Background: an optimization exercise with open tools, aiming at small area. Do not read the settings as production practice. Where RTL was checked, it was by simulation tests only, not by an equivalence proof against the original. No driver is modelled on the clock port, so clocking that relies on it looks cheaper here than on a real chip. Power is estimated from default activity; no workload was simulated.

// mvm_host_ctrl
module mvm_host_ctrl #(
   parameter int k       = 8,
   parameter int b       = 8,
   parameter int timeout = 4096
) (
   input  logic                  clk,
   input  logic                  reset,
   input  logic                  cmd_valid,
   output logic                  cmd_ready,
   input  logic [1:0]            cmd_mode,
   input  logic                  in_valid,
   output logic                  in_ready,
   input  logic signed [b-1:0]   in_data,
   output logic                  loadMatrix,
   output logic                  loadVector,
   output logic                  start,
   output logic signed [b-1:0]   data_in,
   input  logic                  done,
   input  logic signed [2*b-1:0] data_out,
   output logic                  res_valid,
   input  logic                  res_ready,
   output logic signed [2*b-1:0] res_data,
   output logic                  res_last,
   output logic                  busy,
   output logic                  err
);
Size: ~1,500 cells after synthesis, roughly 19,000 um2 of cells after synthesis.
clock: 5.0 ns
lec_check: 0
cap_margin: 20
core_margin: 2
core_utilization: 70
slew_margin: 20
standard.sh (not shown) runs the stock make flow with config.mk's settings and CLKGATE_MAP_FILE= SYNTH_SCRIPT=/design/flow/synth_recipe.tcl, a recipe that flattens the netlist after the stock synthesis.
==> flow/flow/run.sh <==
#!/bin/bash
# The standard layout, with two changes: the ports get the smallest buffer
# (sky130 buf_1) instead of the one buffer_ports picks by default, and clock
# tree synthesis inserts no dummy loads. Every other step is the standard flow's own.
set -euo pipefail
cd "$(dirname "$0")/.."
bash standard.sh \
  "BUFFER_PORTS_ARGS=-buffer_cell sky130_fd_sc_hd__buf_1" \
  "CTS_ARGS=-sink_clustering_enable -repair_clock_nets -dont_use_dummy_load -buf_list sky130_fd_sc_hd__clkbuf_16 -sink_clustering_size 40 -sink_clustering_max_diameter 60" \
  finish > standard.log 2>&1
The baseline completed with no timing, DRC or antenna violations.
Then changed:
--- a/flow/flow/run.sh
+++ b/flow/flow/run.sh
@@ -8,3 +8,3 @@
   "BUFFER_PORTS_ARGS=-buffer_cell sky130_fd_sc_hd__buf_1" \
-  "CTS_ARGS=-sink_clustering_enable -repair_clock_nets -dont_use_dummy_load -buf_list sky130_fd_sc_hd__clkbuf_16 -sink_clustering_size 40 -sink_clustering_max_diameter 60" \
+  "CTS_ARGS=-sink_clustering_enable -repair_clock_nets -dont_use_dummy_load -buf_list sky130_fd_sc_hd__clkbuf_4 -sink_clustering_size 12 -sink_clustering_max_diameter 30" \
   finish > standard.log 2>&1
Synthesized area does not change.
Clock skew climbs by 38 ps.
Critical path depth does not change.
Worst hold slack gets worse by 38 ps.
Power drops by 3.8%.
Clock power drops by 14%.
Die area stays the same.
Via count climbs by about 2.7%.
Routed wire length climbs by 1.5%.
Setup slack gets worse by 160 ps.
Then changed:
--- a/flow/flow/run.sh
+++ b/flow/flow/run.sh
@@ -8,3 +8,3 @@
   "BUFFER_PORTS_ARGS=-buffer_cell sky130_fd_sc_hd__buf_1" \
-  "CTS_ARGS=-sink_clustering_enable -repair_clock_nets -dont_use_dummy_load -buf_list sky130_fd_sc_hd__clkbuf_4 -sink_clustering_size 12 -sink_clustering_max_diameter 30" \
+  "CTS_ARGS=-sink_clustering_enable -repair_clock_nets -dont_use_dummy_load -buf_list sky130_fd_sc_hd__clkbuf_8 -sink_clustering_size 24 -sink_clustering_max_diameter 40" \
   finish > standard.log 2>&1
Result: Worst setup slack gains 160 ps. Clock skew decreases by 9.4 ps. Global-route usage shrinks by 0.36 points. Power barely changes. Design area barely changes. Hold slack is better by 16 ps. Count of clock-buffer cells in the layout falls by 42. Maximum frequency increases by 4.5%. Core utilization hardly moves.
Function was not checked in any run of this note: the RTL went through the layout flow alone.

* * *

## run 1
mvm_host_ctrl, a different RTL version from the one above (not shown whole).
Size: ~1,500 cells after synthesis, about 65 I/O pins, roughly 18,000 sq um of cells after synthesis.
export LEC_CHECK = 0
export CAP_MARGIN = 20
export CORE_MARGIN = 2
export CORE_UTILIZATION = 85
export SLEW_MARGIN = 20
create_clock -name core_clock -period 5.0 [get_ports {clk}]
==> flow/flow/run.sh <==
#!/bin/bash
# The standard layout, with two changes: the ports get the smallest buffer
# (sky130 buf_1) instead of the one buffer_ports picks by default, and clock
# tree synthesis inserts no dummy loads; after it, a leaf clock buffer whose
# flip-flops would see a slow clock edge is upsized (flow/fix_clk.tcl).
# Every other step is the standard flow's own.
set -euo pipefail
cd "$(dirname "$0")/.."
bash standard.sh \
  "BUFFER_PORTS_ARGS=-buffer_cell sky130_fd_sc_hd__buf_1" \
  "CTS_ARGS=-sink_clustering_enable -repair_clock_nets -dont_use_dummy_load -buf_list sky130_fd_sc_hd__clkbuf_4 -sink_clustering_size 12 -sink_clustering_max_diameter 40" \
  "POST_CTS_TCL=$PWD/flow/fix_clk.tcl" \
  finish > standard.log 2>&1
==> flow/flow/fix_clk.tcl <==
# Runs at the end of clock tree synthesis (ORFS's POST_CTS_TCL hook).
# A leaf clock buffer whose flip-flop clock pins see a slow edge under the
# placement's estimated parasitics is replaced by the next stronger clock
# buffer, then the placement is legalised again.
set limit_ps 118
estimate_parasitics -placement
set slow [dict create]
foreach pin [all_registers -clock_pins -edge_triggered] {
  set worst 0
  foreach edge {rise fall} {
    foreach a {min max} {
      set s [get_property $pin slew_${a}_$edge]
      set worst [expr {max($worst, [sta::time_ui_sta $s] * 1e12)}]
    }
  }
  if {$worst > $limit_ps} {
    foreach drv [get_pins -of_objects [get_nets -of_objects $pin] -filter "direction==output"] {
      dict set slow [get_full_name [get_cells -of_objects $drv]] $worst
    }
  }
}
foreach name [dict keys $slow] {
  set inst [get_cells $name]
  if {[get_property $inst ref_name] eq "sky130_fd_sc_hd__clkbuf_4"} {
    puts "fix_clk: $name [format %.1f [dict get $slow $name]] ps -> sky130_fd_sc_hd__clkbuf_8"
    replace_cell $inst sky130_fd_sc_hd__clkbuf_8
  }
}
detailed_placement
check_placement -verbose
estimate_parasitics -placement
diff inputs: run 1 => run 2
-- flow/flow/run.sh --
<<< run 1, line 10
  "BUFFER_PORTS_ARGS=-buffer_cell sky130_fd_sc_hd__buf_1" \
  "CTS_ARGS=-sink_clustering_enable -repair_clock_nets -dont_use_dummy_load -buf_list sky130_fd_sc_hd__clkbuf_4 -sink_clustering_size 12 -sink_clustering_max_diameter 40" \
  "POST_CTS_TCL=$PWD/flow/fix_clk.tcl" \
>>> run 2, line 10
  "BUFFER_PORTS_ARGS=-buffer_cell sky130_fd_sc_hd__buf_1" \
  "CTS_ARGS=-sink_clustering_enable -repair_clock_nets -dont_use_dummy_load -buf_list sky130_fd_sc_hd__clkbuf_4 -sink_clustering_size 12 -sink_clustering_max_diameter 50" \
  "POST_CTS_TCL=$PWD/flow/fix_clk.tcl" \
-- flow/flow/fix_clk.tcl --
<<< run 1, line 4
# buffer, then the placement is legalised again.
set limit_ps 118
estimate_parasitics -placement
>>> run 2, line 4
# buffer, then the placement is legalised again.
set limit_ps 116
estimate_parasitics -placement
From run 2 to run 1, setup total negative slack did not move at all.
Diff run 1 -> run 2: total of fill cells in the finished design now sits lower; cell count now sits at about the same level.
### run 2 -> run 3
-- flow/flow/run.sh --
<<< run 2, line 10
  "BUFFER_PORTS_ARGS=-buffer_cell sky130_fd_sc_hd__buf_1" \
  "CTS_ARGS=-sink_clustering_enable -repair_clock_nets -dont_use_dummy_load -buf_list sky130_fd_sc_hd__clkbuf_4 -sink_clustering_size 12 -sink_clustering_max_diameter 50" \
  "POST_CTS_TCL=$PWD/flow/fix_clk.tcl" \
>>> run 3, line 10
  "BUFFER_PORTS_ARGS=-buffer_cell sky130_fd_sc_hd__buf_1" \
  "CTS_ARGS=-sink_clustering_enable -repair_clock_nets -dont_use_dummy_load -buf_list sky130_fd_sc_hd__clkbuf_4 -sink_clustering_size 13 -sink_clustering_max_diameter 40" \
  "POST_CTS_TCL=$PWD/flow/fix_clk.tcl" \
==> results.txt <==
Run 3 completed end to end with timing, DRC and antenna clean.
Run 2 → run 3: total power draw climbed about 2.6%; core area barely changed.
Comparing source-to-sink clock delay at the later pin of the worst-skew pair for run 3 and run 2, the bigger number came from run 3.
Per the comparison of run 3 with run 2, maximum frequency about even; peak per-stage delay on the critical path was more or less identical; total detailed-routing wirelength up about 8%.
[inputs] run 4 vs run 3
Settings: CORE_UTILIZATION changed from 85 to 80.
==> flow/flow/run.sh <==
#!/bin/bash
# The standard layout, with two changes: the ports get the smallest buffer
# (sky130 buf_1) instead of the one buffer_ports picks by default, and clock
# tree synthesis inserts no dummy loads. Every other step is the standard flow's own.
set -euo pipefail
cd "$(dirname "$0")/.."
bash standard.sh \
  "BUFFER_PORTS_ARGS=-buffer_cell sky130_fd_sc_hd__buf_1" \
  "CTS_ARGS=-sink_clustering_enable -repair_clock_nets -dont_use_dummy_load -buf_list sky130_fd_sc_hd__clkbuf_4 -sink_clustering_size 12 -sink_clustering_max_diameter 30" \
  finish > standard.log 2>&1
removed: flow/flow/fix_clk.tcl
### Flow results
Going from run 3 to run 4, sequential power fell about 2%; clock buffer count in the final layout went up by 41%; placer congestion estimate climbed about 4.5%.
Area growth from synthesis to layout was higher in the run labelled run 3.
Any difference in worst setup skew after layout between run 4 and run 3 is small enough to ignore.
Total power for run 4: about 3% down relative to run 3
## Diff of input files: run 5 against run 4
Settings: a change of CORE_UTILIZATION from 80 to 85.
==> flow/flow/run.sh <==
#!/bin/bash
# The standard layout, with two changes: the ports get the smallest buffer
# (sky130 buf_1) instead of the one buffer_ports picks by default, and clock
# tree synthesis inserts no dummy loads; after it, a leaf clock buffer whose
# flip-flops would see a slow clock edge is upsized (flow/fix_clk.tcl).
# Every other step is the standard flow's own.
set -euo pipefail
cd "$(dirname "$0")/.."
bash standard.sh \
  "BUFFER_PORTS_ARGS=-buffer_cell sky130_fd_sc_hd__buf_1" \
  "CTS_ARGS=-sink_clustering_enable -repair_clock_nets -dont_use_dummy_load -buf_list sky130_fd_sc_hd__clkbuf_4 -sink_clustering_size 12 -sink_clustering_max_diameter 35" \
  "POST_CTS_TCL=$PWD/flow/fix_clk.tcl" \
  finish > standard.log 2>&1
==> flow/flow/fix_clk.tcl (new file) <==
# Runs at the end of clock tree synthesis (ORFS's POST_CTS_TCL hook).
# A leaf clock buffer whose flip-flop clock pins see a slow edge under the
# placement's estimated parasitics is replaced by the next stronger clock
# buffer, then the placement is legalised again.
set limit_ps 116
estimate_parasitics -placement
set slow [dict create]
foreach pin [all_registers -clock_pins -edge_triggered] {
  set worst 0
  foreach edge {rise fall} {
    foreach a {min max} {
      set s [get_property $pin slew_${a}_$edge]
      set worst [expr {max($worst, [sta::time_ui_sta $s] * 1e12)}]
    }
  }
  if {$worst > $limit_ps} {
    foreach drv [get_pins -of_objects [get_nets -of_objects $pin] -filter "direction==output"] {
      dict set slow [get_full_name [get_cells -of_objects $drv]] $worst
    }
  }
}
foreach name [dict keys $slow] {
  set inst [get_cells $name]
  if {[get_property $inst ref_name] eq "sky130_fd_sc_hd__clkbuf_4"} {
    puts "fix_clk: $name [format %.1f [dict get $slow $name]] ps -> sky130_fd_sc_hd__clkbuf_8"
    replace_cell $inst sky130_fd_sc_hd__clkbuf_8
  }
}
detailed_placement
check_placement -verbose
estimate_parasitics -placement
- Relative to run 4, critical path depth decreased by 2 in run 5.
- When the final numbers for run 4 and run 5 were put side by side, the clock network fraction of total power turned out to be greater in run 4.
- The via density per instance reported for run 5 is greater than that of run 4 by about 2.7%.

-- afterwards: timing with drivers on the ports --
In the flow no input, the clock included, has a driving cell. The finished layouts below were timed again as built, in two steps. Step 1: set_driving_cell puts a clkbuf_16 on clk and a buf_2 on each other input, an assumption about the parent block. Step 2 adds t to the input delays and takes it off the output delays; t is the mean of the earliest and latest rising clock arrival at the registers after step 1. Input paths then give back, and output paths get back, about the clock's delay inside the block. Slacks: ideal / step 1 / step 2; pairs: ideal / step 1.
run | t, ns | setup slack, ns | worst setup path at the end
the first run of note 1 | 0.559 | 1.530 / 1.478 / 1.654 | input to register
the second run of note 1 | 0.721 | 1.367 / 1.320 / 1.645 | input to register
the third run of note 1 | 0.617 | 1.524 / 1.474 / 1.662 | input to register
run 1 | 0.729 | 1.672 / 1.630 / 1.703 | input to register
run 2 | 0.764 | 1.633 / 1.586 / 1.720 | input to register
run 3 | 0.775 | 1.627 / 1.586 / 1.683 | input to register
run 4 | 0.726 | 1.676 / 1.635 / 1.598 | input to register
run 5 | 0.728 | 1.638 / 1.595 / 1.689 | input to register
After both steps setup and hold are still met in every run listed. For run 4, which loses most, drivers alone change the setup slack by -0.041 ns; drivers and shift together by -0.078 ns.
